Background: an optimization exercise with open tools, aiming at small area, a short achievable clock period and few clock cycles. Do not read the settings as production practice.
In this exercise RTL edits were held to simulation tests only and were not proved equivalent to the original.

Setup of run 1:
// exec_stage_md
module exec_stage_md (
    input  wire logic        clk,
    input  wire logic        rst_n,
    input  wire logic        in_valid,
    output      logic        in_ready,
    input  wire logic        flush,
    input  wire logic        md_en,
    input  wire logic [2:0]  md_op,
    input  wire logic [4:0]  alu_ctrl,
    input  wire logic        jump,
    input  wire logic        branch,
    input  wire logic        sel_a_pc,
    input  wire logic        sel_b_imm,
    input  wire logic        tgt_rs1,
    input  wire logic [31:0] rd1,
    input  wire logic [31:0] rd2,
    input  wire logic [31:0] pc,
    input  wire logic [31:0] imm,
    input  wire logic [1:0]  fwd_a,
    input  wire logic [1:0]  fwd_b,
    input  wire logic [31:0] result_w,
    input  wire logic [31:0] alu_result_m,
    output      logic        out_valid,
    input  wire logic        out_ready,
    output      logic [31:0] result,
    output      logic [31:0] write_data,
    output      logic [31:0] pc_target,
    output      logic        redirect,
    output      logic        stall_o
);
    logic [31:0] rs1, rs2, alu_out, pc_tgt;
    ex_alu u_alu (
  ...
Size: about 6,200 cells after synthesis, ~150 flip-flops, about 320 I/O pins, about 0.039 sq mm of cells after synthesis.
clock: 11.5 ns
lec_check: 0
abc_area: 1
cap_margin: 20
core_margin: 2
core_utilization: 50
setup_slack_margin: 2.0
slew_margin: 20
tns_end_percent: 0
standard.sh (not shown) runs the stock make flow with config.mk's settings and CLKGATE_MAP_FILE= SYNTH_SCRIPT=/design/flow/synth_recipe.tcl, a recipe that flattens the netlist after the stock synthesis.
==> flow/flow/run.sh <==
#!/bin/bash
# Standard layout, except that the port buffers are buf_2 cells rather
# than the delay-buffer cells buffer_ports picks by default.
set -euo pipefail
export BUFFER_PORTS_ARGS="-buffer_cell sky130_fd_sc_hd__buf_2"
bash standard.sh > standard_flow.log 2>&1
The final layout from run 1, which completed every stage, passed the timing, DRC and antenna checks at the end of the flow.
Testbench counts of run 1, summed over its fixed seeds: cycles 7,586.
--- input diff run 1..run 2 ---
Settings: PLACE_DENSITY newly set to 0.75; SETUP_SLACK_MARGIN changed from 2.0 to 2.5.
## What came out
Run 2 against run 1: placed wire-length estimate picked up an extra 11 mm, clock network area share saw little to no change, global-route wire length before repair now larger. Of the two values seen for startpoint of the worst setup timing path, fwd_a[0] was produced by run 1 and sel_b_imm by run 2. Compared with run 1, run 2 shows layout overhead on the synthesized area higher by 2.0 points. Diff run 1..run 2 | non-filler instance count after layout | negligible. Run 2: met1 track demand over resource is 4.1 points higher than what run 1 reported. For post-placement cell area, run 1 and run 2 come out practically identical. As far as area fraction in and, or, nand and nor cells after synthesis goes, run 1 and run 2 are indistinguishable; the numbers are identical. Sort run 2 and run 1 by setup slack desc -> top: run 2.
Input-level comparison between run 3 and run 2:
Settings: changing SETUP_SLACK_MARGIN from 2.5 to 3.0; removing PLACE_DENSITY (formerly 0.75).
==> comparison <==
As far as proportion of register bits with asynchronous set or reset after synthesis goes, run 2 and run 3 are indistinguishable; the numbers are identical.
Summary of run 3 over run 2: clock period minus worst slack now smaller; area fraction of clock buffers and clock inverters comparable; worst-case setup margin in the final layout now larger.
As far as sequential standard cell area goes, run 3 and run 2 are indistinguishable; the numbers are identical.
Run 2 has a higher all-layer global routing usage than run 3.
Inputs modified between run 3 and run 4:
Settings: ABC_AREA no longer set, was 1; SETUP_SLACK_MARGIN now 2.5, was 3.0.
Synthesized instance count in run 4 is 1,207 lower than in run 3. Relative to run 3, post-route worst hold slack decreased by 0.018 ns in run 4. Initial standard-cell utilization of the core in run 4 vs run 3: up 0.18 points. Number of global-route vias before repair went down by a little under 10% going from run 3 to run 4. Run 4 vs run 3 — total met3 wirelength after detailed routing dropped 13%. On routing usage on met1: run 4 sits below run 3. Run 4: flow completed, timing, DRC and antenna clean.
Modified inputs, run 5 compared to run 4
Settings: an added ABC_AREA of 1.
[summary]
- Delta (run 5 minus run 4): slew of the pin with the lowest slew margin has decreased, post-synthesis instance total has increased, initial antenna violation count has decreased, mean area per synthesized cell has decreased.
- Changes observed in run 5 relative to run 4: core utilization of the finished layout shows a reduction of 1.4 points; proportion of synthesized area in mux cells lost 10 points.
- In run 5, the setup slack came out 0.38 ns above the value in run 4.
- Run 5 against run 4: final area lower, global-route usage now sits higher, met2 track utilization from global routing increased 0.71 points.
Inputs modified between run 5 and run 6:
Settings: ABC_AREA no longer set, was 1; SETUP_SLACK_MARGIN now 2.0, was 2.5.
==> results.txt <==
Going from run 5 to run 6, count of multi-input combinational gates shrinks by 870.
Looking at destination of the critical timing path, the result[11] result is from run 5; the result[0] one comes from run 6.
Minimum clock period delta for run 6 relative to run 5: 0.50 ns higher
A largest family of logic cells by synthesized area of compound AO/OA/AOI/OAI gates is what run 6 shows, while simple AND/OR/NAND/NOR gates belongs to run 5.
Number of antenna violations at the first check in global routing, run 6 and run 5, lower one = run 6.
Compared with run 5, run 6 shows a lower synthesized cell count.

========
Another version of the RTL of exec_stage_md (not shown whole).
For scale: about 140 flip-flops, ~320 I/O pins, roughly 37000 um2 of cells after synthesis.
Settings: LEC_CHECK=0, CAP_MARGIN=20, CORE_MARGIN=2, CORE_UTILIZATION=50, SETUP_SLACK_MARGIN=1.5, SLEW_MARGIN=20; clock period 11.5 ns.
run.sh (not shown) runs the stock make flow with config.mk's settings and CLKGATE_MAP_FILE= SYNTH_SCRIPT=/design/flow/synth_recipe.tcl, a recipe that flattens the netlist after the stock synthesis.
Stock flow here: none of the scripts above is used.
Testbench counts at the start, summed over its fixed seeds: cycles 7,810.
Then changed:
--- a/flow/config.mk
+++ b/flow/config.mk
@@ -10,3 +10,3 @@
 export CORE_UTILIZATION = 50
-export SETUP_SLACK_MARGIN = 1.5
+export SETUP_SLACK_MARGIN = 0.2
 export SLEW_MARGIN = 20
=>
- The new run finished clean
- first-iteration DRC count falls by 7.5%
- hold slack degrades by 0.030 ns
- cell area is lower by 4.0%
- via count went down by 2.1%
- routed wire length decreases by 2.0%

static timing again, ports no longer ideal:
In the flow no input, the clock included, has a driving cell. The finished layouts below were timed again as built, in two steps.
Step 1: set_driving_cell puts a clkbuf_16 on clk and a buf_2 on each other input, an assumption about the parent block.
Step 2 adds t to the input delays and takes it off the output delays; t is the mean of the earliest and latest rising clock arrival at the registers after step 1. Input paths then give back, and output paths get back, about the clock's delay inside the block.
a / b / c = ideal ports / drivers / drivers and shift; a / b = the first two.
run	shift t [ns]	setup WS [ns]	worst setup path at the end	clock arrival spread, ns	pins driven straight from the clock port
run 1	0.585	2.059 / 2.035 / 1.658	input to register	0.029 / 0.029	1
run 2	0.595	2.535 / 2.506 / 2.142	input to register	0.015 / 0.015	1
run 3	0.587	2.818 / 2.800 / 2.441	input to register	0.024 / 0.024	1
run 4	0.570	2.069 / 2.049 / 1.779	input to register	0.034 / 0.034	1
run 5	0.590	2.451 / 2.430 / 2.069	input to register	0.030 / 0.030	1
run 6	0.581	1.955 / 1.931 / 1.633	input to register	0.036 / 0.036	1
the first run of note 2	0.563	1.625 / 1.602 / 1.094	input to register	0.026 / 0.026	1
the second run of note 2	0.577	0.427 / 0.404 / 0.152	input to register	0.019 / 0.019	1
After both steps setup and hold are still met in every run listed. For the first run of note 2, which loses most, drivers alone change the setup slack by -0.023 ns; drivers and shift together by -0.531 ns.
